This design comes from an exercise in tuning for small area on the open sky130 flow, not from production work. Only simulation tests tie the RTL to the original design; equivalence was not proved. Power and IR drop assume default switching activity.

<file path="flow/flow/run.sh">
#!/bin/bash
# Standard ORFS layout with three changes that only affect buffering:
#  - port buffers use the smallest buffer cell instead of clkdlybuf4s50_1
#  - CTS uses small clock buffers and inserts no dummy loads
# Every tool's output goes to the ORFS logs under orfs/logs; make's own
# output goes to flow_make.log in the work folder.
set -euo pipefail
cat >> config.mk <<'CFG'
export BUFFER_PORTS_ARGS = -buffer_cell sky130_fd_sc_hd__buf_1
export CTS_ARGS = -sink_clustering_enable -repair_clock_nets -dont_use_dummy_load -buf_list sky130_fd_sc_hd__clkbuf_4
CFG
bash standard.sh > flow_make.log 2>&1
</file>
<file path="flow/standard.sh">
#!/bin/bash
# synth_recipe.tcl (not shown) runs the flow's synth.tcl, then flattens the netlist and writes it again
# the make line also repeats each setting of config.mk as NAME=value (left out here)
make -C /OpenROAD-flow-scripts/flow DESIGN_CONFIG=/design/flow/config.mk WORK_HOME=/design/flow/orfs CLKGATE_MAP_FILE= SYNTH_SCRIPT=/design/flow/synth_recipe.tcl "${@:-finish}"
</file>
<file path="flow/config.mk">
export PLATFORM = sky130hd
export DESIGN_NAME = rv_core
export DESIGN_NICKNAME = rv_core
export VERILOG_FILES = /design/flow/design.v
export SDC_FILE = /design/flow/constraint.sdc
export NUM_CORES = 4
export LEC_CHECK = 0
export ABC_AREA = 1
export CAP_MARGIN = 20
export CORE_MARGIN = 2
export CORE_UTILIZATION = 40
export PLACE_DENSITY = 0.6
export SLEW_MARGIN = 20
export BUFFER_PORTS_ARGS = -buffer_cell sky130_fd_sc_hd__buf_1
export CTS_ARGS = -sink_clustering_enable -repair_clock_nets -dont_use_dummy_load -buf_list sky130_fd_sc_hd__clkbuf_4
</file>
<file path="flow/constraint.sdc">
create_clock -name core_clock -period 6.5 [get_ports {clk}]
set_input_delay 1.3000 -clock core_clock [delete_from_list [all_inputs] [get_ports {clk}]]
set_output_delay 1.3000 -clock core_clock [all_outputs]
set_load 0.01 [all_outputs]
</file>
<file path="flow/design.v">
`timescale 1ns/1ns
module rv_regfile (
    input  logic       clk,
    input  logic       we_all,    
    input  logic       wen,
    input  logic [4:0] rd,
    input  logic [3:0] wd,
    input  logic [4:0] rs1,
    input  logic [4:0] rs2,
    output logic [3:0] ra,
    output logic [3:0] rb
);
    logic [31:0] r [1:31];
    always_ff @(posedge clk) begin
        for (int i = 1; i < 32; i++) begin
            r[i] <= {(we_all || (wen && rd == 5'(i))) ? wd : r[i][3:0], r[i][31:4]};
        end
    end
    logic [3:0] dig [32];
    always_comb begin
        dig[0] = 4'd0;
        for (int i = 1; i < 32; i++) dig[i] = r[i][3:0];
    end
    assign ra = dig[rs1];
    assign rb = dig[rs2];
endmodule
`timescale 1ns/1ns
module rv_core (
    input  logic        clk,
    input  logic        rst_n,
    output logic [31:0] imem_addr,
    input  logic [31:0] imem_insn,
    output logic [31:0] dmem_addr,
    output logic [31:0] dmem_wdata,
    input  logic [31:0] dmem_rdata,
    output logic        dmem_wen,
    output logic [3:0]  byte_en
);
    logic [2:0]  ph;       
    logic        p2;       
    logic        clr;      
    logic [29:0] pc;
    logic [31:0] insn;
    logic [6:0]  opcode;
    logic [2:0]  f3;
    logic        alt;
    assign insn   = imem_insn;
    assign opcode = insn[6:0];
    assign f3     = insn[14:12];
    assign alt    = insn[30];
    logic is_op, is_opi, is_ld, is_st, alu_cls, is_sh, is_slt, ld_ok, st_ok;
    logic two, last, writes, ph0, ph7;
    assign is_op   = opcode == 7'b0110011;
    assign is_opi  = opcode == 7'b0010011;
    assign is_ld   = opcode == 7'b0000011;
    assign is_st   = opcode == 7'b0100011;
    assign alu_cls = is_op || is_opi;
    assign is_sh   = alu_cls && f3[1:0] == 2'b01;
    assign is_slt  = alu_cls && f3[2:1] == 2'b01;
    assign ld_ok   = is_ld && f3 != 3'd3 && f3 != 3'd6 && f3 != 3'd7;
    assign st_ok   = is_st && (f3 == 3'd0 || f3 == 3'd1 || f3 == 3'd2);
    assign two     = is_sh || is_slt || ld_ok || st_ok;
    assign last    = p2 || !two;
    assign writes  = alu_cls || ld_ok;
    assign ph0     = ph == 3'd0;
    assign ph7     = ph == 3'd7;
    always_ff @(posedge clk) begin
        if (!rst_n) begin
            ph  <= 3'd0;
            p2  <= 1'b0;
            clr <= 1'b1;
            pc  <= 30'd0;
        end else begin
            ph <= ph + 3'd1;
            if (ph7) begin
                clr <= 1'b0;
                if (!clr) begin
                    p2 <= two && !p2;
                    if (last) pc <= pc + 30'd1;
                end
            end
        end
    end
    assign imem_addr = {pc, 2'b00};
    logic [3:0] ra, rb, wd;
    logic       wen;
    assign wen = !clr && writes && last;
    rv_regfile u_rf (
        .clk(clk), .we_all(clr), .wen(wen), .rd(insn[11:7]), .wd(wd),
        .rs1(insn[19:15]), .rs2(insn[24:20]), .ra(ra), .rb(rb)
    );
    logic [3:0] imm_i, imm_s, b, bb, sum, alu_dig;
    logic       sub, cin, cout, cq, lt;
    always_comb begin
        case (ph)
            3'd0:    imm_i = insn[23:20];
            3'd1:    imm_i = insn[27:24];
            3'd2:    imm_i = insn[31:28];
            default: imm_i = {4{insn[31]}};
        endcase
        case (ph)
            3'd0:    imm_s = insn[10:7];
            3'd1:    imm_s = {insn[27:25], insn[11]};
            3'd2:    imm_s = insn[31:28];
            default: imm_s = {4{insn[31]}};
        endcase
    end
    assign b   = is_op ? rb : (is_st ? imm_s : imm_i);
    assign sub = (is_op && f3 == 3'd0 && alt) || is_slt;
    assign bb  = b ^ {4{sub}};
    assign cin = ph0 ? sub : cq;
    assign {cout, sum} = {1'b0, ra} + {1'b0, bb} + {4'd0, cin};
    assign lt  = (f3[0] ? 1'b1 : (ra[3] ^ ~b[3])) ^ cout;
    always_ff @(posedge clk) begin
        cq <= (ph7 && is_slt) ? lt : cout;
    end
    always_comb begin
        case (f3)
            3'd4:    alu_dig = ra ^ b;
            3'd6:    alu_dig = ra | b;
            3'd7:    alu_dig = ra & b;
            default: alu_dig = sum;
        endcase
    end
    logic [31:0] A, W;
    always_ff @(posedge clk) begin
        if (!p2) A <= {sum, A[31:4]};
        W <= {is_st ? rb : ra, W[31:4]};
    end
    assign dmem_addr  = A;
    assign dmem_wdata = W;
    logic [4:0] shq, s;
    logic [2:0] q, k;
    logic [3:0] qp;
    logic [1:0] rr;
    logic       sll, sra, cv, pv;
    logic [3:0] cur, prevq, curm, prevm, fill, sh_dig;
    logic [7:0] fun;
    logic       fsign;
    always_ff @(posedge clk) begin
        if (!p2 && ph0) shq[3:0] <= rb;
        if (!p2 && ph == 3'd1) shq[4] <= rb[0];
    end
    assign s   = is_op ? shq : insn[24:20];
    assign sll = !f3[2];
    assign sra = alt;
    assign q   = s[4:2];
    assign qp  = {1'b0, q} + {3'd0, s[1:0] != 2'd0};
    assign k   = sll ? 3'd0 - q : qp[2:0];
    assign rr  = sll ? s[1:0] : 2'd0 - s[1:0];
    always_comb begin
        case (k)
            3'd0:    cur = ra;
            3'd1:    cur = W[7:4];
            3'd2:    cur = W[11:8];
            3'd3:    cur = W[15:12];
            3'd4:    cur = W[19:16];
            3'd5:    cur = W[23:20];
            3'd6:    cur = W[27:24];
            default: cur = W[31:28];
        endcase
    end
    always_ff @(posedge clk) prevq <= cur;
    assign cv   = sll ? (ph >= q) : ({1'b0, ph} + qp <= 4'd7);
    assign pv   = sll ? (ph > q)  : ({1'b0, ph} + qp <= 4'd8);
    assign fill = {4{!sll && sra && fsign}};
    assign curm  = cv ? cur : fill;
    assign prevm = pv ? prevq : fill;
    assign fun   = {curm, prevm} << rr;
    assign sh_dig = fun[7:4];
    logic [1:0] m2;
    logic [3:0] idx, raw, ld_dig;
    logic       lw, inr;
    assign m2  = A[1:0];
    assign lw  = f3[1];
    assign idx = {1'b0, ph} + (lw ? 4'd0 : {1'b0, m2, 1'b0});
    always_comb begin
        case (idx)
            4'd0:    raw = dmem_rdata[3:0];
            4'd1:    raw = dmem_rdata[7:4];
            4'd2:    raw = dmem_rdata[11:8];
            4'd3:    raw = dmem_rdata[15:12];
            4'd4:    raw = dmem_rdata[19:16];
            4'd5:    raw = dmem_rdata[23:20];
            4'd6:    raw = dmem_rdata[27:24];
            4'd7:    raw = dmem_rdata[31:28];
            default: raw = 4'd0;
        endcase
    end
    assign inr    = lw || (f3[0] ? ph <= 3'd3 : ph <= 3'd1);
    assign ld_dig = inr ? raw : {4{!f3[2] && fsign}};
    always_ff @(posedge clk) begin
        if (!p2 && ph7) fsign <= ra[3];
        else if (p2 && is_ld && ph == {1'b0, f3[0], 1'b1}) fsign <= raw[3];
    end
    always_comb begin
        if (clr)          wd = 4'd0;
        else if (!p2)     wd = alu_dig;
        else if (is_ld)   wd = ld_dig;
        else if (is_sh)   wd = sh_dig;
        else              wd = {3'd0, ph0 && cq};
    end
    assign dmem_wen = p2 && st_ok && ph == {2'd0 - m2, 1'b0};
    always_comb begin
        case (m2)
            2'd0:    byte_en = {f3[1], f3[1], f3[1] || f3[0], 1'b1};
            2'd1:    byte_en = {f3[1], f3[1] || f3[0], 1'b1, 1'b0};
            2'd2:    byte_en = {f3[1] || f3[0], 1'b1, 2'b00};
            default: byte_en = 4'b1000;
        endcase
    end
endmodule
</file>
==> run notes, run 1 <==
area share of the largest cell type after synthesis=69.41%; H-tree Lvls=5; die width=280.8 um; Critical Path Source Type=primary input; count of different cell masters after synthesis=55; Post-synth EDFFs=38; worst r2r path cells=18; Main synth FF type=dfxtp_1; Rows=101; worst min path class=reg2reg; IR drop worst, VDD=0.1635 mV; Layout fillers=7190; status=finished clean; Remaining Overflow, GRT=0; Synth Instances=2853; clk_skew=0.09629 ns; total I/O pin count=167; first-pass GRT wire length=117.8 mm; clock-pin slew on the worst setup and hold paths=0.05 ns; CTS Buf Count=286; worst reg2reg setup slack=2.30 ns; setup bufs post-CTS=0; pins over their slew limit=0; Design Power=11.59 mW; Critical Path End Type=flip-flop; via count=20530; Critical Path AT=5.98 ns; Non-Filler Instances=4301; initial antenna violation count=4; crit share post-route=76.75%; RSZ-0062 raised after global routing=false; PwrDens=334.7 nW/um^2; DP Worst Slack=0.5012 ns; worst rel slew slack=15.59%; clk root buf=clkbuf_4; Iteration-0 DRC Markers=1584; final instance area=34650 sq um; critical path fanouts, max=17; CTS tree=yes; largest net degree at the start of global routing=42; number of port buffers=164; Vias per Instance=4.772; Critical Path Sink=u_rf.r[20][31]; Synth warnings=4; storage element area=22420 sq um; placed cell count=4006; WL final=79.06 mm; Final Hold Fails=0; clk sinks=1101; clock period minus worst slack=4.989 ns; register area share after synthesis=73.14%; most frequent cell after synthesis=dfxtp_1; Worst-Margin Slew=1.234 ns; Cell Area, Synth=30660 sq um; RR Startpoint=ph[0]; Max-Cap Viols=0; Starting Density=40.37%; hold slack=0.2584 ns; async set-reset flop share out of synthesis=0%; Clock Tree Buf Depth=4; CP Class=in2reg; number of nets with antenna violations after routing=0; worst skew pair latency=1.10 ns; drt pass-1 iters=5; area of the multi-input gates=7171 sq um; hold path cells=0; setup TNS=0 ns; synth top area cells=dfxtp_1 69%, nand2_1 8.4%, nand3_1 4.2%; dpl cell area=32480 sq um; GRT Util Overall=20.33%; Core Region=75950 sq um; synthesis-to-layout area growth=13.02%; WP data required=7.49 ns; GPL Wtd Cong=0.9766; fmax=200.5 MHz; # DRC=0; # setup viols final=0; Pleak=14.82 nW; worst r2r dst=u_rf.r[15][31]; mean post-synth cell area=10.75 sq um; Final HPWL DP=56.37 mm; number of global-route vias before repair=19960; post-layout utilization of the core=45.62%; layout cells sized above 1=10.61%; die height=280.8 um; Die Area=78870 sq um; nets@finish=3368; drt wl/cell=18.38 um; post-synthesis register bit count=1101; post_cts resized=0; most frequent cells after synthesis=1063 x dfxtp_1, 688 x nand2_1, 257 x nand3_1; Crit. Startpoint=imem_insn[2]; cts hold-fix bufs=0; cell accounting for the most synthesized area=dfxtp_1; PnR worst setup slack=1.511 ns
## layout by cell type (no fill, tap or decap), types with 7 or more instances in the layout
master,Yosys,layout
a22o_1,8,8
inv_1,198,197
nand4_1,42,42
edfxtp_1,38,38
a221oi_1,19,19
nor2_2,10,10
nand2_2,10,10
nor2_1,185,185
o21ai_0,45,45
nor4_1,7,7
diode_2,0,9
o2111ai_1,9,9
a21oi_1,48,44
xor2_1,18,18
ha_1,34,34
dfxtp_1,1063,1063
nand2_1,688,688
nand3_1,257,257
nor3_1,34,34
buf_4,8,15
clkbuf_4,0,286
or2_2,8,8
buf_1,7,163
## critical path, cell delays in order
cell and delay, ns:
buf_1 0.07, inv_1 0.09, nand2_1 0.07, nor2_2 0.26
nand2_1 0.35, o21ai_1 0.49, inv_1 0.16, ha_1 0.22
inv_1 0.05, ha_1 0.18, ha_1 0.29, nand2_1 0.08
o21ai_0 0.17, nor2_1 0.31, nand2_1 0.16, a21oi_1 0.22
nor2_1 0.07, nand2_1 0.09, nand2_1 0.07, nand2_1 0.08
nand2_1 0.07, nand3_1 0.09, nand3_1 0.11, nand2_2 0.50
buf_12 0.24, nand3_1 0.08, nand2_1 0.09
## state kept, by name, indices dropped and copies added, names as in the netlist
register  cells
prevq         3
shq           5
cq            1
A            32
ph            3
fsign         1
pc           30
p2            1
clr           1
W            32
u_rf.r      992
## cells by family after synthesis
| logic type | after synthesis | synth area share (%) |
|---|---|---|
| AND/OR/NAND/NOR | 1249 | 17.21 |
| flip-flops | 1101 | 73.14 |
| buffers and inverters | 266 | 3.632 |
| AO/OA/AOI/OAI | 173 | 3.632 |
| adder cells (fa/ha/maj) | 38 | 1.649 |
| XOR/XNOR | 23 | 0.6571 |
| multiplexers | 2 | 0.06530 |
| other | 1 | 0.01223 |
## power breakdown
group          internal, mW  switching (mW)  leakage, nW  total [mW]
clock network          2.00            2.23         1.32        4.24
logic                 0.129           0.299         4.54       0.428
registers              6.88          0.0503         8.96        6.93
## layer usage
layer | part of all wire (%) | GRT usage (%) | up-vias
met5 | 0.028 | 0 | -
met4 | 2.9 | 9.187 | 4
met3 | 6.6 | 6.052 | 154
met2 | 42 | 28.90 | 700
met1 | 48 | 28.37 | 9661
li1 | - | - | 10010
## area by class of cell
class	count	area share, %
well taps	1030	3.720
multi-input cells	1487	20.70
repair buffers	184	2.394
inverters	204	2.214
flip-flops and latches	1101	64.71
diodes	9	0.06500
clock buffers	286	6.197
## worst min-delay path by stage
| stage | end | start |
|---|---|---|
| final | u_rf.r[11][14] | u_rf.r[11][18] |
| after global routing | u_rf.r[5][20] | u_rf.r[5][24] |
| after CTS | u_rf.r[11][14] | u_rf.r[11][18] |
| after detailed placement | u_rf.r[10][15] | u_rf.r[10][19] |
| after global placement | u_rf.r[27][7] | u_rf.r[27][11] |
| after floorplan | u_rf.r[10][0] | u_rf.r[10][4] |
==> run 2: changes to the inputs <==
==> flow/run.sh (new file) <==
#!/bin/bash
# synth_recipe.tcl (not shown) runs the flow's synth.tcl, then flattens the netlist and writes it again
# the make line also repeats each setting of config.mk as NAME=value (left out here)
make -C /OpenROAD-flow-scripts/flow DESIGN_CONFIG=/design/flow/config.mk WORK_HOME=/design/flow/orfs CLKGATE_MAP_FILE= SYNTH_SCRIPT=/design/flow/synth_recipe.tcl finish
--- a/flow/config.mk
+++ b/flow/config.mk
@@ -12,4 +12,2 @@
 export PLACE_DENSITY = 0.6
 export SLEW_MARGIN = 20
-export BUFFER_PORTS_ARGS = -buffer_cell sky130_fd_sc_hd__buf_1
-export CTS_ARGS = -sink_clustering_enable -repair_clock_nets -dont_use_dummy_load -buf_list sky130_fd_sc_hd__clkbuf_4
removed: flow/flow/run.sh
removed: flow/standard.sh
==> run 2 against run 1 <==
  * Sequential share of layout area decreased by 4.2 points
  * Non-clock buffer count increased by 9
  * Global-route usage decreased by 0.34 points
  * Synthesized cell count unchanged
  * Clock skew decreased by 0.065 ns
  * Final cell count decreased by 2.3%
  * Combinational power increased by 23%
  * Highest routed layer unchanged
==> run notes, run 2 <==
Regs by FF count=u_rf.r (992), A (32), W (32); Core Region=75950 sq um; cts hold-fix bufs=0; Synth warnings=4; Rows=101; worst min path class=reg2reg; Most flops, register=u_rf.r; die height=280.8 um; register area share after synthesis=73.14%; Iteration-0 DRC Markers=1842; Clock Tree Buf Depth=3; number of flip-flops in the largest register=992; nets@finish=3192; post-layout utilization of the core=48.82%; Die Area=78870 sq um; Pleak=15.69 nW; fmax=167.3 MHz; first-pass GRT wire length=117.2 mm; clock-pin slew on the worst setup and hold paths=0.06 ns; Max-Cap Viols=0; drt wl/cell=18.81 um; final instance area=37080 sq um; hold slack=0.3068 ns; clk sinks=1101; commonest non-fill, non-tap cell in the layout=dfxtp_1; Starting Density=40.37%; storage element area=22420 sq um; area of the multi-input gates=7171 sq um; die width=280.8 um; area share of the largest cell type after synthesis=69.41%; setup TNS=0 ns; layout cells sized above 1=7.438%; clock period minus worst slack=5.978 ns; WL final=79.08 mm; Layout fillers=6898; largest net degree at the start of global routing=43; crit share post-route=91.97%; RSZ-0062 raised after global routing=false; most frequent cells in the layout=1063 x dfxtp_1, 688 x nand2_1, 257 x nand3_1; critical path fanouts, max=31; worst rel slew slack=28.87%; worst skew pair latency=0.67 ns; clk root buf=clkbuf_16; setup bufs post-CTS=0; PwrDens=364.8 nW/um^2; Critical Path AT=6.58 ns; number of port buffers=164; Final HPWL DP=57.02 mm; IR drop worst, VDD=0.2237 mV; Cell Area, Synth=30660 sq um; synthesis-to-layout area growth=20.95%; # setup viols final=0; GRT Util Overall=19.99%; Synth Instances=2853; Vias per Instance=4.754; cell accounting for the most synthesized area=dfxtp_1; Critical Path Source Type=primary input; CTS Buf Count=101; GPL Wtd Cong=0.9767; H-tree Lvls=3; total I/O pin count=167; post_cts resized=0; drt pass-1 iters=6; number of global-route vias before repair=18720; mean post-synth cell area=10.75 sq um; Worst-Margin Slew=1.040 ns; post-synthesis register bit count=1101; clk_skew=0.03113 ns; # DRC=0; most frequent cell after synthesis=dfxtp_1; most frequent cells after synthesis=1063 x dfxtp_1, 688 x nand2_1, 257 x nand3_1; async set-reset flop share out of synthesis=0%; count of different cell masters after synthesis=55; Remaining Overflow, GRT=0; number of nets with antenna violations after routing=0; pins over their slew limit=0; synth top area cells=dfxtp_1 69%, nand2_1 8.4%, nand3_1 4.2%; via count=19990; CP Class=in2reg; Main synth FF type=dfxtp_1; Post-synth EDFFs=38; Critical Path End Type=flip-flop; Final Hold Fails=0; dpl cell area=33560 sq um; CTS tree=yes; initial antenna violation count=1; status=finished clean; WP data required=7.10 ns
[run 2: worst paths after layout]
path	from	end	slack (ns)	cells after the start
hold / removal	u_rf.r[31][7]	u_rf.r[31][3]	0.31	0
hold reg to reg	u_rf.r[31][7]	u_rf.r[31][3]	0.31	0
setup / recovery	imem_insn[6]	u_rf.r[15][31]	0.52	25
setup reg to reg	shq[0]	u_rf.r[15][31]	2.08	23
[run 2: layout make-up]
class | count | area share (%)
Multi-Input combinational cell | 1487 | 19.34
Clock buffer | 144 | 7.906
Sequential cell | 1101 | 60.47
Antenna cell | 1 | 0.006749
Clock inverter | 44 | 1.586
Timing Repair Buffer | 193 | 5.149
Inverter | 204 | 2.069
Tap cell | 1030 | 3.476
[run 2: cells by family after synthesis]
group	after synthesis	synth area share, %
xor+xnor	23	0.6571
fa+ha+maj	38	1.649
buf+inv	266	3.632
flops	1101	73.14
other cells	1	0.01223
compound gates	173	3.632
simple gates	1249	17.21
mux	2	0.06530
[run 2: report_power, final]
group | internal, mW | switching [mW]
Combinational | 0.222 | 0.306
Clock | 3.60 | 2.47
Sequential | 6.87 | 0.0521
[run 2: per-stage QoR]
step	setup slack, ns	std cells	total power [mW]
after floorplan	1.839	2854	7.322
after global placement	0.04330	4015	7.595
after detailed placement	0.07202	4015	7.595
after CTS	0.7436	4203	13.67
after global routing	0.1076	4203	13.99
final	0.5222	4204	13.53
[run 2: routing by layer]
layer	share of wire, %	wire [um]	track usage, %	vias to the layer above
met5	0.016	13	0	-
met4	2.9	2278	6.650	2
met3	5.8	4549	3.167	141
met2	42	33450	29.70	678
met1	49	38780	29.53	9503
li1	-	-	-	9662
[run 2: worst max-delay path, stage by stage]
cell             delay, ns
clkdlybuf4s50_1       0.56
nor2_2                0.26
nand2_1               0.32
o21ai_1               0.54
inv_1                 0.16
ha_1                  0.23
inv_1                 0.05
ha_1                  0.17
ha_1                  0.29
nand2_1               0.09
o21ai_0               0.18
nor2_1                0.33
nand2_1               0.24
a21oi_1               0.42
nor2_1                0.07
nand2_1               0.09
nand2_1               0.06
nand2_1               0.07
nand2_1               0.07
nand3_1               0.09
nand3_1               0.13
nand2_2               0.09
buf_4                 0.46
nand3_1               0.15
nand2_1               0.10
==> run 3: changes to the inputs <==
--- a/flow/config.mk
+++ b/flow/config.mk
@@ -6,5 +6,4 @@
 export NUM_CORES = 4
 export LEC_CHECK = 0
-export ABC_AREA = 1
 export CAP_MARGIN = 20
 export CORE_MARGIN = 2
==> run 3 against run 2 <==
  * Worst hold slack got worse by 0.0092 ns
  * Critical path depth decreased by 4
  * Sequential power increased by 1%
  * Synthesized area decreased by 1.5%
  * Highest routed layer is now met4
  * Global-route usage increased by 0.66 points
  * Via count decreased by 9.1%
  * Non-clock buffer count increased by 37
  * Combinational power increased by 79%
  * Clock skew increased by 0.0013 ns
  * Design area decreased by 0.95%
  * Die area decreased by 1.5%
  * First-iteration DRC count decreased by 32%
==> run notes, run 3 <==
Critical Path Source Type=primary input; crit share post-route=89.37%; die width=278.8 um; Max-Cap Viols=0; setup TNS=0 ns; via count=18170; Vias per Instance=5.019; area share of the largest cell type after synthesis=70.46%; worst min path class=reg2reg; Design Power=13.95 mW; min-delay src=u_rf.r[21][9]; clk sinks=1101; largest net degree at the start of global routing=78; Rows=100; register area share after synthesis=74.24%; most frequent cells in the layout=1063 x dfxtp_1, 175 x nand3_1, 163 x clkdlybuf4s50_1; clock period minus worst slack=5.809 ns; drt pass-1 iters=6; post-layout utilization of the core=49.25%; Simple-Gate Fraction of Synth Area=9.160%; Synth Instances=2337; fraction of the mapped netlist area in adder cells=1.674%; # setup viols final=0; number of port buffers=164; Clock Tree Buf Depth=3; cts hold-fix bufs=0; most frequent cell after synthesis=dfxtp_1; clk_skew=0.03238 ns; most frequent cells after synthesis=1063 x dfxtp_1, 175 x nand3_1, 101 x o21ai_1; dpl cell area=33210 sq um; Main synth FF type=dfxtp_1; synthesis-to-layout area growth=21.61%; setup bufs post-CTS=0; critical path fanouts, max=31; Worst-Margin Slew=1.174 ns; clk root buf=clkbuf_16; initial antenna violation count=2; status=finished clean; final instance area=36730 sq um; largest family of logic cells by synthesized area=simple AND/OR/NAND/NOR gates; commonest non-fill, non-tap cell in the layout=dfxtp_1; synth top area cells=dfxtp_1 70%, edfxtp_1 3.8%, nand3_1 2.9%; Pleak=14.00 nW; # DRC=0; die height=278.8 um; first-pass GRT wire length=118.9 mm; WL final=80.58 mm; Final HPWL DP=56.73 mm; CP Class=in2reg; worst reg2reg setup slack=1.71 ns; Crit. Startpoint=imem_insn[3]; GRT Util Overall=20.65%; drt wl/cell=22.26 um; post-synthesis register bit count=1101; hold path cells=0; Die Area=77720 sq um; Post-synth EDFFs=38; Synth Area in Compound Gates=8.414%; IR drop worst, VDD=0.2304 mV; CTS tree=yes; clock-pin slew on the worst setup and hold paths=0.06 ns; placed cell count=3430; post_cts resized=0; pins over their slew limit=0; PwrDens=379.7 nW/um^2; fmax=172.2 MHz; proportion of synthesized area in mux cells=3.343%; GPL Wtd Cong=0.9193; layout cells sized above 1=11.74%; worst rel slew slack=21.56%; total I/O pin count=167; worst r2r path cells=19; CTS Buf Count=101; Starting Density=40.50%; RSZ-0062 raised after global routing=false; H-tree Lvls=3; mean post-synth cell area=12.92 sq um; Critical Path AT=6.37 ns; worst skew pair latency=0.67 ns; Iteration-0 DRC Markers=1247; Remaining Overflow, GRT=0; number of flip-flops in the largest register=992; Non-Filler Instances=3620; async set-reset flop share out of synthesis=0%; number of global-route vias before repair=18070; Critical Path Sink=u_rf.r[24][30]; Cell Area, Synth=30200 sq um; Regs by FF count=u_rf.r (992), A (32), W (32); cell accounting for the most synthesized area=dfxtp_1; worst r2r dst=u_rf.r[24][30]; Critical Path End Type=flip-flop; Synth warnings=4; Final Hold Fails=0; Core Region=74570 sq um; Most flops, register=u_rf.r; WP data required=7.06 ns; count of different cell masters after synthesis=87; nets@finish=2668; RR Startpoint=u_rf.r[7][0]; number of nets with antenna violations after routing=0; xor and xnor area share after synthesis=1.044%
run 3: cell families (layout without fill, tap and decap cells):
group                    Yosys count  count (layout)
AO/OA/AOI/OAI                    394             394
XOR/XNOR                          36              36
adder cells (fa/ha/maj)           38              38
buffers and inverters            149             460
flip-flops                      1101            1101
multiplexers                      85              85
other                              1               4
AND/OR/NAND/NOR                  533             533
run 3: worst min-delay path by stage:
stage / slack, ns / to
floorplan: 0.31 / u_rf.r[10][0]
global placement: 0.31 / u_rf.r[28][11]
detailed placement: 0.31 / u_rf.r[12][1]
CTS: 0.29 / u_rf.r[21][5]
global route: 0.29 / u_rf.r[21][5]
finish: 0.30 / u_rf.r[21][5]
run 3: report_power, final:
part	leakage, nW	switching [mW]	internal (mW)
logic	3.31	0.485	0.461
clock network	1.73	2.51	3.47
registers	8.97	0.0811	6.94
run 3: layout make-up:
cell class	count	area (sq um)
multi-input cells	1088	7158
well taps	969	1212
inverters	42	158.9
fillers	6443	37850
clock inverters	45	543.0
clock buffers	143	2969
repair buffers	230	2257
flip-flops and latches	1101	22420
diodes	2	5.005
run 3: critical path, cell delays in order:
cell	delay, ns
clkdlybuf4s50_1	0.41
or3_1	0.42
nor2_1	0.29
nor2_1	0.07
a21o_1	0.19
inv_1	0.18
ha_1	0.19
inv_1	0.04
ha_1	0.21
ha_1	0.35
ha_1	0.29
a21o_1	0.19
a21o_1	0.19
and2_1	0.14
a211oi_1	0.57
o41a_1	0.26
o311ai_0	0.15
a31oi_1	0.33
a221oi_4	0.11
buf_12	0.22
o21ai_0	0.21
run 3: metal layers:
layer / up-vias / track usage [%] / wire length [um]
met5: - / 0 / 0
met4: 0 / 8.037 / 2649
met3: 136 / 3.799 / 4633
met2: 605 / 33.55 / 37210
met1: 8846 / 27.36 / 36090
li1: 8582 / - / -
run 3: stage by stage:
| stage | setup WS (ns) | hold WS [ns] |
|---|---|---|
| floorplan | 0.8220 | 0.3096 |
| global placement | 0.05374 | 0.3095 |
| detailed placement | 0.005213 | 0.3121 |
| CTS | 0.6962 | 0.2950 |
| global route | 0.3669 | 0.2947 |
| finish | 0.6912 | 0.2976 |
==> run 4: changes to the inputs <==
==> flow/flow/run.sh (new file) <==
#!/bin/bash
# Standard ORFS layout (the standard.sh) with changes that only affect buffering:
#  - port buffers use the smallest buffer cell instead of clkdlybuf4s50_1
#  - CTS clusters more sinks per clock buffer and inserts no dummy loads
# Every tool's output goes to the ORFS logs under orfs/logs; make's own
# output goes to flow_make.log in the work folder.
set -euo pipefail
cat >> config.mk <<'CFG'
export BUFFER_PORTS_ARGS = -buffer_cell sky130_fd_sc_hd__buf_1
export CTS_ARGS = -sink_clustering_enable -repair_clock_nets -dont_use_dummy_load -buf_list sky130_fd_sc_hd__clkbuf_8 -sink_clustering_size 20 -sink_clustering_max_diameter 60
CFG
bash standard.sh > flow_make.log 2>&1
==> flow/standard.sh (new file) <==
#!/bin/bash
# synth_recipe.tcl (not shown) runs the flow's synth.tcl, then flattens the netlist and writes it again
# the make line also repeats each setting of config.mk as NAME=value (left out here)
make -C /OpenROAD-flow-scripts/flow DESIGN_CONFIG=/design/flow/config.mk WORK_HOME=/design/flow/orfs CLKGATE_MAP_FILE= SYNTH_SCRIPT=/design/flow/synth_recipe.tcl "${@:-finish}"
--- a/flow/config.mk
+++ b/flow/config.mk
@@ -11,2 +11,4 @@
 export PLACE_DENSITY = 0.6
 export SLEW_MARGIN = 20
+export BUFFER_PORTS_ARGS = -buffer_cell sky130_fd_sc_hd__buf_1
+export CTS_ARGS = -sink_clustering_enable -repair_clock_nets -dont_use_dummy_load -buf_list sky130_fd_sc_hd__clkbuf_8 -sink_clustering_size 20 -sink_clustering_max_diameter 60
removed: flow/run.sh
==> run 4 against run 3 <==
  * Still clean
  * Clock skew rose by 0.053 ns
  * Sequential power barely moved
  * Worst hold slack got worse by 0.046 ns
  * Critical path type unchanged
  * Largest cell class unchanged
  * Highest routed layer is now met5
==> run notes, run 4 <==
worst min path class=reg2reg; clk_skew=0.08565 ns; Vias per Instance=5.115; GPL Wtd Cong=0.9498; most frequent cell after synthesis=dfxtp_1; Starting Density=40.50%; hold slack=0.2511 ns; Pleak=12.32 nW; worst path cell trace=buf_1, and3b_1, a221oi_1, nor3_1, nor4_1, and2_1, inv_1, fa_1, fa_1, xor2_1, a21oi_1, a21oi_1, o21ai_0, a31oi_1, a221oi_4, buf_12, o21ai_0; WL final=80.31 mm; Final Hold Fails=0; Clock power frac=26.8%; PwrDens=321.2 nW/um^2; most frequent cells after synthesis=1063 x dfxtp_1, 175 x nand3_1, 101 x o21ai_1; clk root buf=clkbuf_8; GRT Util Overall=20.43%; die height=278.8 um; Regs by FF count=u_rf.r (992), A (32), W (32); met2 GRT Util=32.94%; area share of the largest cell type after synthesis=70.46%; Worst-Margin Slew=1.121 ns; worst r2r dst=u_rf.r[16][30]; die width=278.8 um; cts hold-fix bufs=0; WP data required=7.10 ns; area of the multi-input gates=7157 sq um; Max-Cap Viols=0; routing usage on met1=27.02%; Main synth FF type=dfxtp_1; critical path fanouts, max=31; synthesis-to-layout area growth=9.529%; Rows=100; Critical Path Source Type=primary input; Iteration-0 DRC Markers=1321; crit share post-route=88.00%; commonest non-fill, non-tap cell in the layout=dfxtp_1; number of nets with antenna violations after routing=0; Cell Area, Synth=30200 sq um; Critical Path AT=6.32 ns; count of different cell masters after synthesis=87; hold path cells=0; GR peak layer=met2; Worst path max stage delay=0.70 ns; clock-pin slew on the worst setup and hold paths=0.10 ns; min-delay src=u_rf.r[4][20]; clock period minus worst slack=5.720 ns; CTS tree=yes; worst r2r path cells=19; met3 Track Usage GR=4.108%; post-layout utilization of the core=44.36%; switching share of power=22.88%; pins over their slew limit=0; cell accounting for the most synthesized area=dfxtp_1; RR Startpoint=u_rf.r[7][0]; Post-synth EDFFs=38; worst skew pair latency=0.70 ns; # DRC=0; Seq pwr share=66.0%; clk sinks=1101; worst rel slew slack=25.26%; worst reg2reg setup slack=1.45 ns; Comb pwr share=7.2%; H-tree Lvls=3; post_cts resized=0; Design Power=10.63 mW; mean post-synth cell area=12.92 sq um; via count=17890; storage element area=22420 sq um; # setup viols final=0; Worst Hold Path EP=u_rf.r[4][16]; drt pass-1 iters=5; IR drop worst, VDD=0.1298 mV; Clock Tree Buf Depth=3; initial antenna violation count=6; async set-reset flop share out of synthesis=0%; synth top area cells=dfxtp_1 70%, edfxtp_1 3.8%, nand3_1 2.9%; register area share after synthesis=74.24%; number of global-route vias before repair=17360; CTS Buf Count=71; Synth Instances=2337; Core Region=74570 sq um; setup TNS=0 ns; nets@finish=2632; number of port buffers=164; layout cells sized above 1=8.155%; fmax=174.8 MHz; first-pass GRT wire length=116.2 mm; number of flip-flops in the largest register=992; most frequent cells in the layout=1063 x dfxtp_1, 175 x nand3_1, 160 x buf_1; setup bufs post-CTS=0; CP Class=in2reg; Net Switching=2.432 mW; drt wl/cell=22.97 um; Layout fillers=6830; status=finished clean; Synth warnings=4; largest net degree at the start of global routing=66; Final HPWL DP=58.67 mm; RSZ-0062 raised after global routing=false; post-synthesis register bit count=1101; Die Area=77720 sq um; total I/O pin count=167; cell internal pwr=8.194 mW; Remaining Overflow, GRT=0; CP max stage cell=buf_1; Most flops, register=u_rf.r; Critical Path End Type=flip-flop
-- run 4: cell families after synthesis --
kind of cell    after synthesis  synth area share, %
buf+inv                     149                2.109
mux                          85                3.343
flops                      1101                74.24
fa+ha+maj                    38                1.674
other cells                   1              0.01242
compound gates              394                8.414
xor+xnor                     36                1.044
simple gates                533                9.160
-- run 4: worst max path at each step --
stage               slack (ns)     startpoint              to
floorplan                 0.82   imem_insn[3]  u_rf.r[19][28]
global placement          0.30  imem_insn[16]  u_rf.r[23][30]
detailed placement        0.21  imem_insn[16]  u_rf.r[19][30]
CTS                       0.95  imem_insn[16]  u_rf.r[16][30]
global route              0.55   imem_insn[3]   u_rf.r[6][28]
finish                    0.78  imem_insn[16]  u_rf.r[16][30]
-- run 4: through the flow --
step	instance area, sq um	setup WS (ns)	std cells
floorplan	30200	0.8220	2338
global placement	32090	0.3017	3424
detailed placement	32100	0.2137	3424
CTS	33070	0.9484	3495
global route	33080	0.5533	3497
finish	33080	0.7797	3497
-- run 4: power groups by stage --
stage / combinational [mW] / sequential, mW / clock [mW]
finish: 0.760 / 7.01 / 2.85
global route: 0.819 / 7.03 / 3.23
CTS: 0.756 / 7.01 / 2.99
detailed placement: 0.753 / 7.17 / 0
global placement: 0.744 / 7.16 / 0
floorplan: 0.401 / 7.20 / 0
-- run 4: cell type report --
class,count,share of cell area (%)
Sequential cell,1101,67.78
Multi-Input combinational cell,1088,21.64
Tap cell,969,3.665
Timing Repair Buffer,224,3.465
Clock buffer,71,2.954
Inverter,42,0.4804
Antenna cell,2,0.01513
-- run 4: worst max-delay path: cells and delay by family --
kind,cells,cell delay [ns]
xor+xnor,1,0.22
compound gates,7,1.35
buf+inv,3,1.03
fa+ha+maj,2,0.91
simple gates,4,1.48
-- run 4: per-layer routing --
metal | wire length, um | up-vias
met5 | 46 | -
met4 | 2929 | 6
met3 | 4920 | 170
met2 | 36430 | 612
met1 | 35990 | 8709
li1 | - | 8391
==> run 5: changes to the inputs <==
--- a/flow/config.mk
+++ b/flow/config.mk
@@ -8,6 +8,6 @@
 export CAP_MARGIN = 20
 export CORE_MARGIN = 2
-export CORE_UTILIZATION = 40
-export PLACE_DENSITY = 0.6
+export CORE_UTILIZATION = 65
+export PLACE_DENSITY = 0.8
 export SLEW_MARGIN = 20
 export BUFFER_PORTS_ARGS = -buffer_cell sky130_fd_sc_hd__buf_1
==> run 5 against run 4 <==
  * Routed wire length shrank 2.3%
  * Utilization up 27 points
  * Clock skew up 0.016 ns
  * Count of clock-buffer cells in the layout shrank 3
  * Critical path depth grew 1
  * Sequential cell count stayed put
  * Die area fell by 38%
  * Sequential share of layout area up 1.2 points
  * Critical path type unchanged
  * Critical endpoint unchanged
  * Largest power group unchanged
==> run notes, run 5 <==
Final Hold Fails=0; largest family of logic cells by synthesized area=simple AND/OR/NAND/NOR gates; crit share post-route=89.14%; most frequent cell after synthesis=dfxtp_1; clock-pin slew on the worst setup and hold paths=0.11 ns; Layout fillers=2976; Critical Path End Type=flip-flop; via count=18430; WL final=78.50 mm; Synth Instances=2337; fraction of the mapped netlist area in adder cells=1.674%; number of global-route vias before repair=18340; Final HPWL DP=56.34 mm; CTS Buf Count=68; die width=219.6 um; most frequent cells in the layout=1063 x dfxtp_1, 175 x nand3_1, 160 x buf_1; count of different cell masters after synthesis=87; switching share of power=23.13%; GPL Wtd Cong=0.9727; setup TNS=0 ns; Starting Density=66.26%; Net Switching=2.455 mW; # DRC=0; # setup viols final=0; post_cts resized=0; Most flops, register=u_rf.r; H-tree Lvls=3; Iteration-0 DRC Markers=1852; critical path fanouts, max=31; commonest non-fill, non-tap cell in the layout=dfxtp_1; mean post-synth cell area=12.92 sq um; Clock power frac=26.6%; nets@finish=2624; cell accounting for the most synthesized area=dfxtp_1; GRT Util Overall=32.71%; worst min path class=reg2reg; area of the multi-input gates=7159 sq um; clk root buf=clkbuf_8; Clock Tree Buf Depth=3; clk sinks=1101; Main synth FF type=dfxtp_1; pins over their slew limit=0; drt wl/cell=25.18 um; layout cells sized above 1=7.903%; Critical Path Source Type=primary input; Regs by FF count=u_rf.r (992), A (32), W (32); first-pass GRT wire length=114.3 mm; synthesis-to-layout area growth=7.648%; Simple-Gate Fraction of Synth Area=9.160%; synth top area cells=dfxtp_1 70%, edfxtp_1 3.8%, nand3_1 2.9%; Cell Area, Synth=30200 sq um; status=finished clean; number of port buffers=164; cell internal pwr=8.159 mW; xor and xnor area share after synthesis=1.044%; number of nets with antenna violations after routing=0; CP Class=in2reg; Die Area=48200 sq um; Pleak=12.27 nW; proportion of synthesized area in mux cells=3.343%; Post-synth EDFFs=38; diodes inserted=0; setup bufs post-CTS=0; CTS tree=yes; IR drop worst, VDD=0.3029 mV; register area share after synthesis=74.24%; post-synthesis register bit count=1101; Rows=78; Core Region=45580 sq um; WP data required=7.03 ns; area share of the largest cell type after synthesis=70.46%; number of flip-flops in the largest register=992; largest net degree at the start of global routing=86; initial antenna violation count=2; drt pass-1 iters=6; storage element area=22420 sq um; Vias per Instance=5.910; hold slack=0.2284 ns; worst skew pair latency=0.71 ns; cts hold-fix bufs=0; fmax=172.6 MHz; Synth warnings=4; total I/O pin count=167; Worst-Margin Slew=1.075 ns; die height=219.6 um; clock period minus worst slack=5.794 ns; Max-Cap Viols=0; worst rel slew slack=28.32%; Comb pwr share=7.2%; clk_skew=0.1020 ns; most frequent cells after synthesis=1063 x dfxtp_1, 175 x nand3_1, 101 x o21ai_1; PwrDens=326.5 nW/um^2; RSZ-0062 raised after global routing=false; Critical Path AT=6.32 ns; Synth Area in Compound Gates=8.414%; DP Worst Slack=0.1441 ns; Seq pwr share=66.2%; PnR worst setup slack=0.7056 ns; async set-reset flop share out of synthesis=0%; Remaining Overflow, GRT=0
## run 5: path summary, 6_finish.rpt
| check | from | slack [ns] | cells after the start | endpoint |
|---|---|---|---|---|
| setup reg to reg | u_rf.r[7][0] | 1.50 | 19 | u_rf.r[16][30] |
| hold / removal | u_rf.r[16][30] | 0.23 | 0 | u_rf.r[16][26] |
| hold reg to reg | u_rf.r[16][30] | 0.23 | 0 | u_rf.r[16][26] |
| setup / recovery | imem_insn[16] | 0.71 | 18 | u_rf.r[16][30] |
## run 5: cell type report
class / count / share of cell area (%)
flip-flops and latches: 1101 / 68.97
multi-input cells: 1088 / 22.02
repair buffers: 219 / 3.333
clock buffers: 68 / 2.879
well taps: 600 / 2.309
inverters: 42 / 0.4888
## run 5: logic make-up (layout without fill, tap and decap cells)
kind of cell,after synthesis,count (layout)
muxes,85,85
adders and majority gates,38,38
other,1,2
DFF,1101,1101
and+or+nand+nor,533,533
AOI/OAI and AO/OA,394,394
xor gates and xnor gates,36,36
buffers and inverters,149,329
## run 5: worst max-delay path: stages
cell      delay, ns
buf_1          0.32
buf_4          0.31
and2_1         0.27
a221oi_1       0.34
nor3_1         0.11
nor4_1         0.85
and2_1         0.30
inv_1          0.10
fa_1           0.47
fa_1           0.44
xor2_1         0.21
a21oi_1        0.06
a21oi_1        0.28
o21ai_0        0.13
a31oi_1        0.28
a221oi_4       0.11
buf_12         0.22
o21ai_0        0.21
## run 5: power by group through the flow
stage	Sequential [mW]	Combinational, mW	Clock [mW]
final	7.03	0.760	2.83
after global placement	7.16	0.739	0
after floorplan	7.20	0.401	0
after CTS	7.03	0.754	2.86
after detailed placement	7.18	0.749	0
after global routing	7.04	0.821	3.08
## run 5: layer usage
| layer | up-vias | wire [um] | global-route usage (%) |
|---|---|---|---|
| met1 | 9011 | 33600 | 43.51 |
| met5 | - | 0 | 0 |
| li1 | 8383 | - | - |
| met4 | 0 | 3784 | 16.49 |
| met3 | 193 | 5136 | 4.472 |
| met2 | 840 | 35980 | 52.85 |
## run 5: metrics by stage
stage	instances	total power, mW	instance area (sq um)	utilization [%]
final	3118	10.61	32510	71.33
after global routing	3118	10.95	32510	71.33
after CTS	3118	10.64	32510	71.33
after detailed placement	3050	7.933	31570	69.27
after global placement	3050	7.900	31570	69.27
after floorplan	2338	7.601	30200	-
==> run 6: changes to the inputs <==
--- a/flow/flow/run.sh
+++ b/flow/flow/run.sh
@@ -8,5 +8,5 @@
 cat >> config.mk <<'CFG'
 export BUFFER_PORTS_ARGS = -buffer_cell sky130_fd_sc_hd__buf_1
-export CTS_ARGS = -sink_clustering_enable -repair_clock_nets -dont_use_dummy_load -buf_list sky130_fd_sc_hd__clkbuf_8 -sink_clustering_size 20 -sink_clustering_max_diameter 60
+export CTS_ARGS = -sink_clustering_enable -repair_clock_nets -dont_use_dummy_load -buf_list sky130_fd_sc_hd__clkbuf_8 -sink_clustering_size 18 -sink_clustering_max_diameter 50
 CFG
 bash standard.sh > flow_make.log 2>&1
--- a/flow/config.mk
+++ b/flow/config.mk
@@ -12,3 +12,3 @@
 export SLEW_MARGIN = 20
 export BUFFER_PORTS_ARGS = -buffer_cell sky130_fd_sc_hd__buf_1
-export CTS_ARGS = -sink_clustering_enable -repair_clock_nets -dont_use_dummy_load -buf_list sky130_fd_sc_hd__clkbuf_8 -sink_clustering_size 20 -sink_clustering_max_diameter 60
+export CTS_ARGS = -sink_clustering_enable -repair_clock_nets -dont_use_dummy_load -buf_list sky130_fd_sc_hd__clkbuf_8 -sink_clustering_size 18 -sink_clustering_max_diameter 50
==> run 6 against run 5 <==
  * Final cell count grew 0.26%
  * Synthesized area is the same
  * Combinational power is essentially flat
  * Total power grew 0.95%
  * Critical path type unchanged
  * Largest power group unchanged
==> run notes, run 6 <==
clk_skew=0.09640 ns; Main synth FF type=dfxtp_1; crit share post-route=90.20%; clock period minus worst slack=5.863 ns; number of port buffers=164; WL final=77.59 mm; Die Area=48200 sq um; worst r2r dst=u_rf.r[16][30]; H-tree Lvls=3; number of nets with antenna violations after routing=0; post_cts resized=0; RR Startpoint=u_rf.r[7][0]; Core Region=45580 sq um; clk sinks=1101; most frequent cells after synthesis=1063 x dfxtp_1, 175 x nand3_1, 101 x o21ai_1; Most flops, register=u_rf.r; setup bufs post-CTS=0; Worst-Margin Slew=1.100 ns; GRT Util Overall=32.32%; die width=219.6 um; Post-synth EDFFs=38; drt wl/cell=24.82 um; Worst Path Buf+Inv=4; die height=219.6 um; clock-pin slew on the worst setup and hold paths=0.11 ns; # setup viols final=0; min-delay src=u_rf.r[15][22]; Final HPWL DP=56.34 mm; RSZ-0062 raised after global routing=false; Synth warnings=4; pins over their slew limit=0; worst skew pair latency=0.71 ns; WP depth=18; cts hold-fix bufs=0; critical path fanouts, max=31; final instance area=32620 sq um; Critical Path AT=6.40 ns; Clock Tree Buf Depth=3; PwrDens=328.5 nW/um^2; CTS Buf Count=76; number of flip-flops in the largest register=992; Max-Cap Viols=0; CP max stage cell=nor4_1; Starting Density=66.26%; status=finished clean; # DRC=0; nets@finish=2632; worst rel slew slack=26.64%; Critical Path Source Type=primary input; initial antenna violation count=2; layout cells sized above 1=8.195%; mean post-synth cell area=12.92 sq um; synth top area cells=dfxtp_1 70%, edfxtp_1 3.8%, nand3_1 2.9%; post-synthesis register bit count=1101; Remaining Overflow, GRT=0; hold slack=0.2625 ns; count of different cell masters after synthesis=87; worst r2r path cells=19; GPL Wtd Cong=0.9727; Worst path max stage delay=0.90 ns; WP data required=7.03 ns; Critical Path Sink=u_rf.r[16][30]; synthesis-to-layout area growth=8.012%; via count=18380; Vias per Instance=5.881; fmax=170.6 MHz; Layout fillers=2997; worst reg2reg setup slack=1.51 ns; first-pass GRT wire length=113.2 mm; Crit. Startpoint=imem_insn[16]; Iteration-0 DRC Markers=1880; CP Class=in2reg; Cell Area, Synth=30200 sq um; Synth Instances=2337; Pleak=12.33 nW; diodes inserted=0; dpl cell area=31570 sq um; Rows=78; area share of the largest cell type after synthesis=70.46%; CTS tree=yes; largest net degree at the start of global routing=86; clk root buf=clkbuf_8; number of global-route vias before repair=18220; setup TNS=0 ns; worst min path class=reg2reg; drt pass-1 iters=6; most frequent cell after synthesis=dfxtp_1; commonest non-fill, non-tap cell in the layout=dfxtp_1; register area share after synthesis=74.24%; worst path cell trace=buf_1, buf_4, and2_1, a221oi_1, nor3_1, nor4_1, and2_1, inv_1, fa_1, fa_1, xor2_1, a21oi_1, a21oi_1, o21ai_0, a31oi_1, a221oi_4, buf_12, o21ai_0; IR drop worst, VDD=0.3486 mV; total I/O pin count=167; cell family with most CP delay=simple AND/OR/NAND/NOR gates; most frequent cells in the layout=1063 x dfxtp_1, 175 x nand3_1, 160 x buf_1; cell accounting for the most synthesized area=dfxtp_1; Final Hold Fails=0; Critical Path End Type=flip-flop; Regs by FF count=u_rf.r (992), A (32), W (32); async set-reset flop share out of synthesis=0%; post-layout utilization of the core=71.57%
run 6: cell counts after synthesis:
Identical to the previous run, type by type.
run 6: per-layer routing:
metal | vias up | part of all wire (%) | GRT usage (%)
met3 | 186 | 6.8 | 5.714
met1 | 8963 | 43 | 42.88
met4 | 0 | 4.7 | 14.32
met5 | - | 0 | 0
met2 | 837 | 46 | 52.28
li1 | 8398 | - | -
run 6: area by class of cell:
type                    count  area, sq um  area share, %
well taps                 600        750.7          2.301
flip-flops and latches   1101        22420          68.74
inverters                  42        158.9         0.4871
repair buffers            219         1084          3.322
multi-input cells        1088         7159          21.95
clock buffers              76         1046          3.207
run 6: where the power goes:
group	internal (mW)	switching (mW)	total (mW)	leakage (nW)
clock network	1.05	1.88	2.93	0.546
registers	6.93	0.0940	7.02	8.97
logic	0.278	0.484	0.761	2.82
run 6: logic make-up after synthesis:
logic type / Yosys count / share of synthesized area (%)
muxes: 85 / 3.343
other: 1 / 0.01242
and+or+nand+nor: 533 / 9.160
xor gates and xnor gates: 36 / 1.044
adders and majority gates: 38 / 1.674
buffers and inverters: 149 / 2.109
AOI/OAI and AO/OA: 394 / 8.414
DFF: 1101 / 74.24
run 6: through the flow:
stage	instances	power [mW]	setup slack (ns)
global route	3126	11.05	0.4604
detailed placement	3050	7.933	0.1441
finish	3126	10.71	0.6373
floorplan	2338	7.601	0.8220
CTS	3126	10.75	0.8501
global placement	3050	7.900	0.2462
run 6: worst min path at each step:
stage / cells after the start / slack (ns) / to
6_report: 0 / 0.26 / u_rf.r[15][18]
5_1_grt: 0 / 0.26 / u_rf.r[15][18]
4_1_cts: 0 / 0.26 / u_rf.r[15][18]
3_5_place_dp: 0 / 0.31 / u_rf.r[28][27]
3_3_place_gp: 0 / 0.31 / u_rf.r[6][5]
2_1_floorplan: 0 / 0.31 / u_rf.r[10][0]
==> run 7: changes to the inputs <==
--- a/flow/flow/run.sh
+++ b/flow/flow/run.sh
@@ -8,5 +8,5 @@
 cat >> config.mk <<'CFG'
 export BUFFER_PORTS_ARGS = -buffer_cell sky130_fd_sc_hd__buf_1
-export CTS_ARGS = -sink_clustering_enable -repair_clock_nets -dont_use_dummy_load -buf_list sky130_fd_sc_hd__clkbuf_8 -sink_clustering_size 18 -sink_clustering_max_diameter 50
+export CTS_ARGS = -sink_clustering_enable -repair_clock_nets -dont_use_dummy_load -buf_list sky130_fd_sc_hd__clkbuf_16 -sink_clustering_size 30 -sink_clustering_max_diameter 60
 CFG
 bash standard.sh > flow_make.log 2>&1
--- a/flow/config.mk
+++ b/flow/config.mk
@@ -12,3 +12,3 @@
 export SLEW_MARGIN = 20
 export BUFFER_PORTS_ARGS = -buffer_cell sky130_fd_sc_hd__buf_1
-export CTS_ARGS = -sink_clustering_enable -repair_clock_nets -dont_use_dummy_load -buf_list sky130_fd_sc_hd__clkbuf_8 -sink_clustering_size 18 -sink_clustering_max_diameter 50
+export CTS_ARGS = -sink_clustering_enable -repair_clock_nets -dont_use_dummy_load -buf_list sky130_fd_sc_hd__clkbuf_16 -sink_clustering_size 30 -sink_clustering_max_diameter 60
==> run 7 against run 6 <==
  * Total power increased by 2.7%
  * Final cell count fell by 0.86%
  * Sequential cell count stayed put
  * Largest cell class unchanged
  * Critical path type unchanged
  * Worst hold slack better by 0.017 ns
  * Highest routed layer unchanged
  * Utilization is 0.35 points higher
  * Combinational power about the same
  * Synthesized area stayed put
  * Non-clock buffer count stayed put
  * Synthesized cell count unchanged
  * First-iteration DRC count up 12%
  * Design area up 0.48%
  * Largest power group unchanged
==> run notes, run 7 <==
hold path cells=0; H-tree Lvls=2; post-synthesis register bit count=1101; Synth Instances=2337; clk root buf=clkbuf_16; mean post-synth cell area=12.92 sq um; clk sinks=1101; # setup viols final=0; hold slack=0.2791 ns; register area share after synthesis=74.24%; RR Startpoint=u_rf.r[7][0]; clock period minus worst slack=5.928 ns; Rows=78; first-pass GRT wire length=117.1 mm; most frequent cells in the layout=1063 x dfxtp_1, 175 x nand3_1, 160 x buf_1; worst r2r path cells=19; Remaining Overflow, GRT=0; Pleak=12.37 nW; Final Hold Fails=0; Worst-Margin Slew=1.124 ns; CTS tree=yes; drt wl/cell=25.99 um; status=finished clean; CTS Buf Count=48; Starting Density=66.26%; GPL Wtd Cong=0.9727; worst reg2reg setup slack=1.49 ns; clock-pin slew on the worst setup and hold paths=0.10 ns; Main synth FF type=dfxtp_1; cts hold-fix bufs=0; largest net degree at the start of global routing=86; layout cells sized above 1=7.166%; Critical Path AT=6.43 ns; number of flip-flops in the largest register=992; nets@finish=2604; initial antenna violation count=1; fmax=168.7 MHz; worst rel slew slack=25.04%; worst min path class=reg2reg; synth top area cells=dfxtp_1 70%, edfxtp_1 3.8%, nand3_1 2.9%; Final HPWL DP=56.34 mm; Iteration-0 DRC Markers=2102; via count=18510; crit share post-route=91.20%; worst skew pair latency=0.64 ns; # DRC=0; setup TNS=0 ns; drt pass-1 iters=6; worst r2r dst=u_rf.r[16][30]; most frequent cell after synthesis=dfxtp_1; GRT Util Overall=33.39%; most frequent cells after synthesis=1063 x dfxtp_1, 175 x nand3_1, 101 x o21ai_1; commonest non-fill, non-tap cell in the layout=dfxtp_1; post_cts resized=0; Die Area=48200 sq um; Critical Path End Type=flip-flop; Vias per Instance=5.972; Post-synth EDFFs=38; IR drop worst, VDD=0.3613 mV; Worst Hold Path EP=u_rf.r[15][18]; total I/O pin count=167; Clock Tree Buf Depth=3; CP Class=in2reg; Core Region=45580 sq um; WP data required=7.00 ns; Max-Cap Viols=0; cell accounting for the most synthesized area=dfxtp_1; min-delay src=u_rf.r[15][22]; pins over their slew limit=0; WL final=80.54 mm; number of global-route vias before repair=18520; Layout fillers=2929; async set-reset flop share out of synthesis=0%; setup bufs post-CTS=0; number of port buffers=164; PwrDens=335.9 nW/um^2; clk_skew=0.1153 ns; Critical Path Source Type=primary input; number of nets with antenna violations after routing=0; Cell Area, Synth=30200 sq um; Regs by FF count=u_rf.r (992), A (32), W (32); die height=219.6 um; die width=219.6 um; area share of the largest cell type after synthesis=70.46%; critical path fanouts, max=31; Most flops, register=u_rf.r; synthesis-to-layout area growth=8.535%; Synth warnings=4; RSZ-0062 raised after global routing=false; count of different cell masters after synthesis=87
run 7: cell counts after synthesis:
Identical to the previous run, type by type.
run 7: worst max-delay path by stage:
stage	startpoint	to	slack, ns	cells past startpoint
global placement	imem_insn[16]	u_rf.r[31][31]	0.25	21
global route	imem_insn[17]	u_rf.r[16][31]	0.39	20
detailed placement	imem_insn[17]	u_rf.r[20][31]	0.14	20
floorplan	imem_insn[3]	u_rf.r[19][28]	0.82	20
finish	imem_insn[17]	u_rf.r[16][30]	0.57	18
CTS	imem_insn[17]	u_rf.r[16][31]	0.75	20
run 7: kinds of logic (layout without fill, tap and decap cells):
family / after synthesis / after routing / synth area share [%]
AOI/OAI and AO/OA: 394 / 394 / 8.414
xor gates and xnor gates: 36 / 36 / 1.044
adders and majority gates: 38 / 38 / 1.674
buffers and inverters: 149 / 309 / 2.109
DFF: 1101 / 1101 / 74.24
muxes: 85 / 85 / 3.343
other: 1 / 3 / 0.01242
and+or+nand+nor: 533 / 533 / 9.160
run 7: cell type report:
cell class	count	area, sq um	area share, %
Inverter	42	158.9	0.4848
Tap cell	600	750.7	2.290
Timing Repair Buffer	219	1084	3.306
Multi-Input combinational cell	1088	7159	21.84
Clock buffer	48	1201	3.665
Sequential cell	1101	22420	68.40
Antenna cell	1	2.502	0.007634
run 7: per-layer routing:
metal | share of wire, % | global-route usage, % | wire length [um] | vias to the layer above
met3 | 7.2 | 5.273 | 5791 | 214
li1 | - | - | - | 8356
met4 | 5.2 | 16.26 | 4152 | 0
met1 | 41 | 43.21 | 33050 | 8991
met2 | 47 | 55.06 | 37540 | 946
met5 | 0 | 0 | 0 | -
run 7: power breakdown:
part           internal [mW]  total [mW]  switching, mW
logic                  0.277       0.762          0.485
clock network           1.33        3.22           1.89
registers               6.93        7.03         0.0942
total                   8.53        11.0           2.47
run 7: through the flow:
step                      total power [mW]  utilization (%)  instances  setup WS [ns]  area, sq um
after global placement               7.900            69.27       3050         0.2462        31570
after global routing                 11.31            71.91       3098         0.3850        32780
after CTS                            11.03            71.91       3098         0.7510        32770
final                                11.01            71.92       3099         0.5719        32780
after detailed placement             7.933            69.27       3050         0.1441        31570
after floorplan                      7.601                -       2338         0.8220        30200
run 7: worst max-delay path, stage by stage:
cell,delay [ns]
buf_1,0.52
buf_4,0.30
nor3b_1,0.08
a221oi_1,0.37
nor3_1,0.11
nor4_1,0.93
and2_1,0.30
inv_1,0.10
fa_1,0.47
fa_1,0.44
xor2_1,0.21
a21oi_1,0.06
a21oi_1,0.27
o21ai_0,0.12
a31oi_1,0.28
a221oi_4,0.11
buf_12,0.22
o21ai_0,0.21

[separate check: timing with driven ports]
Ports are ideal in the flow. The routed layouts listed here were re-timed in OpenROAD.
Step 1: set_driving_cell puts a clkbuf_16 on clk and a buf_2 on each other input, an assumption about the parent block.
Step 2 moves the port delays by t, midway between the first and last clock arrival at a register: inputs arrive t later, outputs are due t later. That takes back most of the time a late clock gives input paths.
a / b / c = ideal / step 1 / step 2; a / b = the first two.
run	t (ns)	setup slack, ns	latest minus earliest clock arrival (ns)
run 1	1.101	1.511 / 1.542 / 0.441	0.107 / 0.106
run 2	0.717	0.522 / 0.548 / -0.169	0.034 / 0.034
run 3	0.722	0.691 / 0.702 / -0.019	0.034 / 0.035
run 4	0.710	0.780 / 0.731 / 0.021	0.104 / 0.104
run 5	0.721	0.706 / 0.713 / -0.007	0.111 / 0.111
run 6	0.718	0.637 / 0.648 / -0.070	0.097 / 0.097
run 7	0.642	0.572 / 0.563 / -0.079	0.115 / 0.115
Met with ideal ports but missed after step 2: setup timing in 5 of these runs. The setup slack of run 1, which loses most, moves by +0.031 ns with the drivers and by -1.070 ns with both steps.
